This design comes from an exercise in tuning for small area on the open sky130 flow, not from production work.
Function was checked by simulation only, so behaviour that the tests miss may differ from the original.
No activity file was given, so power comes from the tool's default toggle rates.

Design inmux_top, start of the top module:
module inmux_top #(
   parameter int IWIDTH     = 8,  
   parameter int SRAM_ADR_W = 6   
) (
   input  logic                         clk,
   input  logic                         reset,
   input  logic [inmux_pkg::DATA_W-1:0] dat_o,         
   input  logic [IWIDTH-1:0]            dat_i,         
   input  logic [inmux_pkg::DATA_W-1:0] adr,           
   input  logic                         sra_msb,
   input  logic                         sa00,
   input  logic                         stb,           
   input  logic                         sram_stb,      
   input  logic                         we,
   input  logic [inmux_pkg::DATA_W-1:0] wdat,
   input  logic                         io_ack,
   input  logic                         irq_ext,
   input  logic                         irq_timer,
   input  logic                         tick_pulse,
   input  logic                         retire_pulse,
   output logic [inmux_pkg::DATA_W-1:0] di,
   output logic [inmux_pkg::DATA_W-1:0] rdee,
  ...
export LEC_CHECK = 0
export CAP_MARGIN = 20
export CORE_MARGIN = 2
export CORE_UTILIZATION = 75
export SLEW_MARGIN = 20
create_clock -name core_clock -period 5.0 [get_ports {clk}]
standard.sh (not shown) runs the stock make flow with config.mk's settings and CLKGATE_MAP_FILE= SYNTH_SCRIPT=/design/flow/synth_recipe.tcl, a recipe that flattens the netlist after the stock synthesis.
==> flow/flow/run.sh <==
#!/bin/bash
# Layout flow: the standard ORFS flow (standard.sh, unchanged synthesis)
# with these changes to the steps after synthesis:
#  - port buffers use the smallest buffer cell (repair_design upsizes any that need it)
#  - clock tree: clkbuf_8 buffers, at most 18 sinks per cluster, no dummy loads
#  - flow/dont_use.tcl keeps large buffers and large gates out of placement,
#    resizing, CTS and global-route repair
set -euo pipefail
WORK=$(pwd)
export BUFFER_PORTS_ARGS="-buffer_cell sky130_fd_sc_hd__buf_1"
export CTS_ARGS="-sink_clustering_enable -repair_clock_nets -dont_use_dummy_load -buf_list sky130_fd_sc_hd__clkbuf_8 -sink_clustering_size 18 -sink_clustering_max_diameter 60"
for step in GLOBAL_PLACE RESIZE CTS GLOBAL_ROUTE; do
   export PRE_${step}_TCL="$WORK/flow/dont_use.tcl"
done
bash standard.sh finish > "$WORK/standard_flow.log" 2>&1
==> flow/flow/dont_use.tcl <==
# Extra don't-use list for the steps after synthesis: no large buffers, no
# delay cells, and no logic gates above drive strength 1. Repair then fixes
# slew and load with chains of small buffers and keeps gates small.
set_dont_use {sky130_fd_sc_hd__buf_12 sky130_fd_sc_hd__buf_16 sky130_fd_sc_hd__bufinv_16 sky130_fd_sc_hd__bufinv_8 sky130_fd_sc_hd__buf_8 sky130_fd_sc_hd__clkdlybuf4s* sky130_fd_sc_hd__buf_6}
foreach c [get_lib_cells sky130_fd_sc_hd__*] {
  set n [get_name $c]
  if {[regexp {clkbuf|clkinv|__buf_|__inv_} $n]} continue
  if {[regexp {_(2|4|8|12|16)$} $n]} { set_dont_use $c }
}
Then changed:
==> flow/run.sh (new file) <==
#!/bin/bash
# synth_recipe.tcl (not shown) runs the flow's synth.tcl, then flattens the netlist and writes it again
# the make line also repeats each setting of config.mk as NAME=value (left out here)
make -C /OpenROAD-flow-scripts/flow DESIGN_CONFIG=/design/flow/config.mk WORK_HOME=/design/flow/orfs CLKGATE_MAP_FILE= SYNTH_SCRIPT=/design/flow/synth_recipe.tcl finish
--- a/flow/config.mk
+++ b/flow/config.mk
@@ -10 +10,4 @@
-export CORE_UTILIZATION = 75
+export CORE_UTILIZATION = 70
+export CTS_BUF_LIST = sky130_fd_sc_hd__clkbuf_8
+export CTS_CLUSTER_DIAMETER = 50
+export CTS_CLUSTER_SIZE = 16
removed: flow/flow/run.sh
removed: flow/flow/dont_use.tcl
removed: flow/standard.sh
Register-to-register slack got worse by 0.08 ns.
Final area goes up by a few percent.
Via count drops by a few percent.
Then changed:
==> flow/flow/run.sh (new file) <==
#!/bin/bash
# Layout flow: the standard ORFS flow with two changes
#  - port buffers use the smallest buffer cell (repair_design upsizes any that need it)
#  - clock tree: clkbuf_8 buffers, at most 18 sinks per cluster, no dummy loads
set -euo pipefail
WORK=$(pwd)
export BUFFER_PORTS_ARGS="-buffer_cell sky130_fd_sc_hd__buf_1"
export CTS_ARGS="-sink_clustering_enable -repair_clock_nets -dont_use_dummy_load -buf_list sky130_fd_sc_hd__clkbuf_8 -sink_clustering_size 18 -sink_clustering_max_diameter 60"
bash standard.sh finish > "$WORK/standard_flow.log" 2>&1
==> flow/standard.sh (new file) <==
#!/bin/bash
# synth_recipe.tcl (not shown) runs the flow's synth.tcl, then flattens the netlist and writes it again
# the make line also repeats each setting of config.mk as NAME=value (left out here)
make -C /OpenROAD-flow-scripts/flow DESIGN_CONFIG=/design/flow/config.mk WORK_HOME=/design/flow/orfs CLKGATE_MAP_FILE= SYNTH_SCRIPT=/design/flow/synth_recipe.tcl "${@:-finish}"
--- a/flow/config.mk
+++ b/flow/config.mk
@@ -10,4 +10 @@
-export CORE_UTILIZATION = 70
-export CTS_BUF_LIST = sky130_fd_sc_hd__clkbuf_8
-export CTS_CLUSTER_DIAMETER = 50
-export CTS_CLUSTER_SIZE = 16
+export CORE_UTILIZATION = 75
removed: flow/run.sh
After rerunning: Total power falls by about 6%. Wire length is about the same. Register-to-register slack is better by 0.04 ns.
Then changed:
==> flow/flow/run.sh (replaced) <==
#!/bin/bash
# Layout flow: the standard ORFS flow (standard.sh, unchanged synthesis)
# with these changes to the steps after synthesis:
#  - flow/restructure.tcl re-maps the combinational logic for area once the
#    synthesized netlist is read (registers untouched)
#  - port buffers use the smallest buffer cell (repair_design upsizes any that need it)
#  - clock tree: clkbuf_8 buffers, at most 16 sinks per cluster, no dummy loads
#  - flow/dont_use.tcl keeps large buffers and large gates out of placement,
#    resizing, CTS and global-route repair
set -euo pipefail
WORK=$(pwd)
export POST_SYNTH_TCL="$WORK/flow/restructure.tcl"
export BUFFER_PORTS_ARGS="-buffer_cell sky130_fd_sc_hd__buf_1"
export CTS_ARGS="-sink_clustering_enable -repair_clock_nets -dont_use_dummy_load -buf_list sky130_fd_sc_hd__clkbuf_8 -sink_clustering_size 16 -sink_clustering_max_diameter 50"
for step in GLOBAL_PLACE RESIZE CTS GLOBAL_ROUTE; do
   export PRE_${step}_TCL="$WORK/flow/dont_use.tcl"
done
bash standard.sh finish > "$WORK/standard_flow.log" 2>&1
==> flow/flow/dont_use.tcl (new file) <==
# Extra don't-use list for the steps after synthesis: no large buffers, no
# delay cells, and no logic gates above drive strength 1. Repair then fixes
# slew and load with chains of small buffers and keeps gates small.
set_dont_use {sky130_fd_sc_hd__buf_12 sky130_fd_sc_hd__buf_16 sky130_fd_sc_hd__bufinv_16 sky130_fd_sc_hd__bufinv_8 sky130_fd_sc_hd__buf_8 sky130_fd_sc_hd__clkdlybuf4s* sky130_fd_sc_hd__buf_6}
foreach c [get_lib_cells sky130_fd_sc_hd__*] {
  set n [get_name $c]
  if {[regexp {clkbuf|clkinv|__buf_|__inv_} $n]} continue
  if {[regexp {_(2|4|8|12|16)$} $n]} { set_dont_use $c }
}
==> flow/flow/restructure.tcl (new file) <==
# Runs after the standard synthesis netlist is read, before floorplan:
# re-map the combinational logic for area with OpenROAD's restructure (ABC).
# Registers are not touched.
set_dont_use $::env(DONT_USE_CELLS)
file mkdir $::env(OBJECTS_DIR)/rmp
report_design_area
restructure -target area -liberty_file [lindex $::env(LIB_FILES) 0] \
  -tielo_port sky130_fd_sc_hd__conb_1/LO -tiehi_port sky130_fd_sc_hd__conb_1/HI \
  -work_dir $::env(OBJECTS_DIR)/rmp -abc_logfile $::env(OBJECTS_DIR)/rmp/abc.log
report_design_area
Effect: Combinational power goes down by a few percent. Wire length goes up by a few percent. Clock-buffer cell count goes up by 17. Clock skew goes down by 0.011 ns. Hold slack barely changes. Cell area goes down by a few percent. Die area goes down by a few percent. Sequential power hardly moves. Register-to-register slack gets better by 0.33 ns.

==> static timing again, ports no longer ideal <==
Ports are ideal in the flow. The routed layouts listed here were re-timed in OpenROAD. Step 1 (the two cells are an assumption about what drives the block):
set clk [get_ports {clk}]
set_driving_cell -lib_cell sky130_fd_sc_hd__clkbuf_16 $clk
set_driving_cell -lib_cell sky130_fd_sc_hd__buf_2 [delete_from_list [all_inputs] $clk]
Step 2 also shifts input and output timing later by t, the mid clock arrival at the registers, as if the neighbouring blocks saw the same clock. Slacks: ideal / step 1 / step 2; pairs: ideal / step 1.
| run | t (ns) | slack for setup (ns) | latest minus earliest clock arrival (ns) | worst register clock-pin slew, ns | worst slew at a driven data input, ns |
|---|---|---|---|---|---|
| the first run | 0.977 | 0.412 / 0.454 / -0.523 | 0.064 / 0.064 | 0.12 / 0.12 | 0.26 |
| the second run | 0.993 | 0.999 / 0.923 / 0.045 | 0.046 / 0.047 | 0.11 / 0.11 | 0.22 |
| the third run | 0.964 | 0.961 / 1.016 / 0.052 | 0.065 / 0.066 | 0.12 / 0.12 | 0.16 |
| the fourth run | 0.974 | 0.642 / 0.538 / -0.436 | 0.067 / 0.067 | 0.10 / 0.10 | 0.23 |
With both steps, setup timing fails in the first run and the fourth run, where it was met with ideal ports. For the fourth run, which loses most, drivers alone change the setup slack by -0.104 ns; drivers and shift together by -1.078 ns.
